From an optimization exercise on the open Yosys and OpenROAD flow, aimed at small area and a short achievable clock period; shortcuts taken in it are not production practice. In this exercise RTL edits were held to simulation tests only and were not proved equivalent to the original.

==> flow/design.v <==
package serpent_inv_pkg;
	typedef logic [128-1:0] block_t;
	typedef logic [128-1:0] round_key_t;
	typedef logic [3:0] key_index_t;
	typedef logic [3:0] nibble_t;
	localparam logic [511:0] sbox_inv_table = {
		64'h241a7bc58fe9d603,  
		64'hb8c27e940635d1af,  
		64'h0ac7356bed1492f8,  
		64'h1df46bc2e79a3805,  
		64'h1f842c53d6eb7a90,  
		64'h7a85d63021eb4f9c,  
		64'h0ad1974b3c6fe285,  
		64'h289f74e1c56a0b3d  
	};
	function automatic block_t inv_lt_a(input block_t s);
		logic [31:0] a, b, c, d;
		{d, c, b, a} = s;
		c = {c[21:0], c[31:22]} ^ d ^ {b[24:0], 7'h0};
		a = {a[4:0], a[31:5]} ^ b ^ d;
		inv_lt_a = {d, c, b, a};
	endfunction
	function automatic block_t inv_lt_b(input block_t s);
		logic [31:0] a, b, c, d;
		{d, c, b, a} = s;
		d = {d[6:0], d[31:7]} ^ c ^ {a[28:0], 3'h0};
		b = {b[0], b[31:1]} ^ a ^ c;
		c = {c[2:0], c[31:3]};
		a = {a[12:0], a[31:13]};
		inv_lt_b = {d, c, b, a};
	endfunction
endpackage
`timescale 1ns/1ps
module sbox_inv_layer #(
	parameter int SBOX_INDEX = 7
) (
	input  serpent_inv_pkg::block_t state_in,
	output serpent_inv_pkg::block_t state_out
);
	localparam int W = 32;
	localparam logic [63:0] T = serpent_inv_pkg::sbox_inv_table[64*SBOX_INDEX +: 64];
	for (genvar i = 0; i < W; i++)
	begin : gen_col
		logic [3:0] col_in;
		logic [3:0] col_out;
		assign col_in = {state_in[3*W + i], state_in[2*W + i], state_in[W + i], state_in[i]};
		always_comb
		begin
			col_out = 4'h0;
			for (int n = 0; n < 16; n++)
			begin
				if (col_in == 4'(n))
				begin
					col_out = T[4*n +: 4];
				end
			end
		end
		assign {state_out[3*W + i], state_out[2*W + i], state_out[W + i], state_out[i]} = col_out;
	end
endmodule
`timescale 1ns/1ps
module round_key_store (
	input  logic       clk,
	input  logic       arst_n,
	input  logic       key_we,
	input  serpent_inv_pkg::key_index_t key_index,
	input  serpent_inv_pkg::round_key_t key_data,
	output logic [9*128-1:0] keys
);
	logic [9-1:0] written;
	always_ff @(posedge clk or negedge arst_n)
	begin
		if (!arst_n)
		begin
			written <= '0;
		end
		else if (key_we && key_index < 9)
		begin
			written[key_index] <= 1'b1;
		end
	end
	for (genvar i = 0; i < 9; i++)
	begin : gen_entry
		serpent_inv_pkg::round_key_t value;
		if (i == 9 - 1)
		begin : g_reset
			always_ff @(posedge clk or negedge arst_n)
			begin
				if (!arst_n)
				begin
					value <= '0;
				end
				else if (key_we && key_index == 4'(i))
				begin
					value <= key_data;
				end
			end
			assign keys[i*128 +: 128] = value;
		end
		else
		begin : g_flag
			always_ff @(posedge clk)
			begin
				if (key_we && key_index == 4'(i))
				begin
					value <= key_data;
				end
			end
			assign keys[i*128 +: 128] = value & {128{written[i]}};
		end
	end
endmodule
`timescale 1ns/1ps
module serpent_inv_top (
	input  logic       clk,
	input  logic       arst_n,
	input  logic       in_valid,
	input  serpent_inv_pkg::block_t     in_block,
	input  logic       key_we,
	input  serpent_inv_pkg::key_index_t key_index,
	input  serpent_inv_pkg::round_key_t key_data,
	output logic       out_valid,
	output serpent_inv_pkg::block_t     out_block
);
	localparam int BW = 128;
	localparam int NS = 31;
	localparam logic [NS-1:0] CUTS = 31'b1010101010101010101010101010100;
	logic [9*BW-1:0] keys;
	round_key_store round_key_store_inst (
		.clk       (clk),
		.arst_n    (arst_n),
		.key_we    (key_we),
		.key_index (key_index),
		.key_data  (key_data),
		.keys      (keys)
	);
	logic [NS:0][BW-1:0] past;
	logic [NS-1:0][BW-1:0] at;
	logic [NS:0]         past_v;
	assign past[0]   = in_block;
	assign past_v[0] = in_valid;
	for (genvar i = 0; i < NS; i++)
	begin : gen_step
		localparam int KIND = (i == 0) ? 0 : (i == 1) ? 3 : (i == 2) ? 0 :
			((i - 3) % 4 == 0) ? 1 : ((i - 3) % 4 == 1) ? 2 : ((i - 3) % 4 == 2) ? 3 : 0;
		localparam int NUM = (i == 0) ? 8 : (i < 3) ? 7 : 6 - (i - 3) / 4;
		if (KIND == 0)
		begin : g_key
			assign at[i] = past[i] ^ keys[NUM*BW +: BW];
		end
		else if (KIND == 1)
		begin : g_lta
			assign at[i] = serpent_inv_pkg::inv_lt_a(past[i]);
		end
		else if (KIND == 2)
		begin : g_ltb
			assign at[i] = serpent_inv_pkg::inv_lt_b(past[i]);
		end
		else
		begin : g_sbox
			sbox_inv_layer #(
				.SBOX_INDEX(NUM)
			) sbox_inst (
				.state_in  (past[i]),
				.state_out (at[i])
			);
		end
		if (CUTS[i])
		begin : g_reg
			logic [BW-1:0] q;
			logic          qv;
			always_ff @(posedge clk or negedge arst_n)
			begin
				if (!arst_n)
				begin
					qv <= 1'b0;
				end
				else
				begin
					qv <= past_v[i];
				end
			end
			always_ff @(posedge clk)
			begin
				q <= at[i];
			end
			assign past[i+1]   = q;
			assign past_v[i+1] = qv;
		end
		else
		begin : g_wire
			assign past[i+1]   = at[i];
			assign past_v[i+1] = past_v[i];
		end
	end
	assign out_valid = past_v[NS];
	assign out_block = past[NS];
endmodule
Settings: LEC_CHECK=0, CAP_MARGIN=20, CORE_MARGIN=2, CORE_UTILIZATION=45, CTS_CLUSTER_DIAMETER=80, CTS_CLUSTER_SIZE=22, SETUP_SLACK_MARGIN=1.5, SLEW_MARGIN=20; clock period 3.7 ns.
standard.sh (not shown) runs the stock make flow with config.mk's settings and CLKGATE_MAP_FILE= SYNTH_SCRIPT=/design/flow/synth_recipe.tcl, a recipe that flattens the netlist after the stock synthesis.
==> flow/flow/run.sh <==
#!/bin/bash
# Layout flow: the standard synthesis, then the combinational logic of
# that netlist re-mapped by ABC with an area-oriented script (registers,
# their names and cell types untouched), then the standard layout.
set -euo pipefail
W=$PWD
R=$W/orfs/results/$FLOW_PLATFORM/serpent_inv_top/base
LIB=$FLOW_HOME/platforms/$FLOW_PLATFORM/lib/sky130_fd_sc_hd__tt_025C_1v80.lib

bash standard.sh synth > $W/std_synth.log 2>&1
cp $R/1_2_yosys.v $W/std_1_2_yosys.v

cat > $W/remap.ys <<EOT
read_liberty -ignore_miss_func $LIB
read_verilog $W/std_1_2_yosys.v
hierarchy -top $FLOW_TOP
setattr -mod -set keep_hierarchy 1 sky130_fd_sc_hd__df* sky130_fd_sc_hd__edf*
flatten
opt_clean
techmap
opt -fast
abc -script $W/flow/remap.abc -liberty $LIB $(cat $W/flow/dontuse.txt)
opt_clean -purge
hilomap -singleton -hicell sky130_fd_sc_hd__conb_1 HI -locell sky130_fd_sc_hd__conb_1 LO
splitnets
opt_clean -purge
delete sky130_fd_sc_hd__*
read_liberty -lib -ignore_miss_func $LIB
tee -o $W/remap_stat.txt stat -liberty $LIB
check -assert
write_verilog -noattr -noexpr -nohex -nodec $W/remap_1_2_yosys.v
EOT
yosys -l $W/remap.log -q $W/remap.ys > /dev/null 2>&1

# hand the re-mapped netlist to the standard flow in place of its own
cp $W/remap_1_2_yosys.v $R/1_2_yosys.v
touch $R/1_2_yosys.v
bash standard.sh finish > $W/std_layout.log 2>&1
Other scripts of this flow, unchanged in this note and not shown: flow/flow/dontuse.txt, flow/flow/remap.abc
The starting point finished with antenna rules left.
Then changed:
--- a/flow/flow/run.sh
+++ b/flow/flow/run.sh
@@ -37,2 +37,4 @@
 touch $R/1_2_yosys.v
+# more rounds of antenna repair after detailed routing than the default 5
+echo "export MAX_REPAIR_ANTENNAS_ITER_DRT = 12" >> $W/config.mk
 bash standard.sh finish > $W/std_layout.log 2>&1
--- a/flow/config.mk
+++ b/flow/config.mk
@@ -9,6 +9,7 @@
 export CORE_MARGIN = 2
-export CORE_UTILIZATION = 45
-export CTS_CLUSTER_DIAMETER = 80
-export CTS_CLUSTER_SIZE = 22
-export SETUP_SLACK_MARGIN = 1.5
+export CORE_UTILIZATION = 50
+export CTS_CLUSTER_DIAMETER = 90
+export CTS_CLUSTER_SIZE = 26
+export SETUP_SLACK_MARGIN = 1.6
 export SLEW_MARGIN = 20
+export MAX_REPAIR_ANTENNAS_ITER_DRT = 12
Outcome: This time the run completed without violations. Via count came out higher by 0.71%. Wire length came out lower by 0.30%.
Then changed:
--- a/flow/config.mk
+++ b/flow/config.mk
@@ -9,6 +9,6 @@
 export CORE_MARGIN = 2
-export CORE_UTILIZATION = 50
-export CTS_CLUSTER_DIAMETER = 90
-export CTS_CLUSTER_SIZE = 26
-export SETUP_SLACK_MARGIN = 1.6
+export CORE_UTILIZATION = 45
+export CTS_CLUSTER_DIAMETER = 80
+export CTS_CLUSTER_SIZE = 22
+export SETUP_SLACK_MARGIN = 1.5
 export SLEW_MARGIN = 20
=> Die area came out higher by 11%. Final cell count came out higher by 2.4%. Global-route usage came out lower by 3.7 points. Maximum frequency barely changes.
Then changed:
--- a/flow/config.mk
+++ b/flow/config.mk
@@ -9,3 +9,3 @@
 export CORE_MARGIN = 2
-export CORE_UTILIZATION = 45
+export CORE_UTILIZATION = 55
 export CTS_CLUSTER_DIAMETER = 80
What happened: Hold slack gains 0.026 ns; sequential share of layout area increases by 0.13 points; via count came out higher by 2.4%; clock-buffer cell count does not change; synthesized area is unchanged; worst setup slack loses 0.028 ns; final area stays flat; global-route usage went up by 6.9 points; die area fell by 18%.

==> afterwards: timing with drivers on the ports <==
How much do the figures lean on ideal ports? The routed layouts below were timed once more, with nothing changed but the port constraints.
Step 1 (the two cells are an assumption about what drives the block):
set clk [get_ports {clk}]
set_driving_cell -lib_cell sky130_fd_sc_hd__clkbuf_16 $clk
set_driving_cell -lib_cell sky130_fd_sc_hd__buf_2 [delete_from_list [all_inputs] $clk]
Step 2 also shifts input and output timing later by t, the mid clock arrival at the registers, as if the neighbouring blocks saw the same clock.
a / b / c = ideal ports / drivers / drivers and shift; a / b = the first two.
| run | t, ns | setup WS [ns] | worst slew at a driven data input, ns |
|---|---|---|---|
| the first run | 0.987 | 1.469 / 1.455 / 0.608 | 0.17 |
| the second run | 0.951 | 1.467 / 1.359 / 0.678 | 0.14 |
| the third run | 0.987 | 1.469 / 1.455 / 0.608 | 0.17 |
| the fourth run | 0.974 | 1.441 / 1.412 / 0.586 | 0.15 |
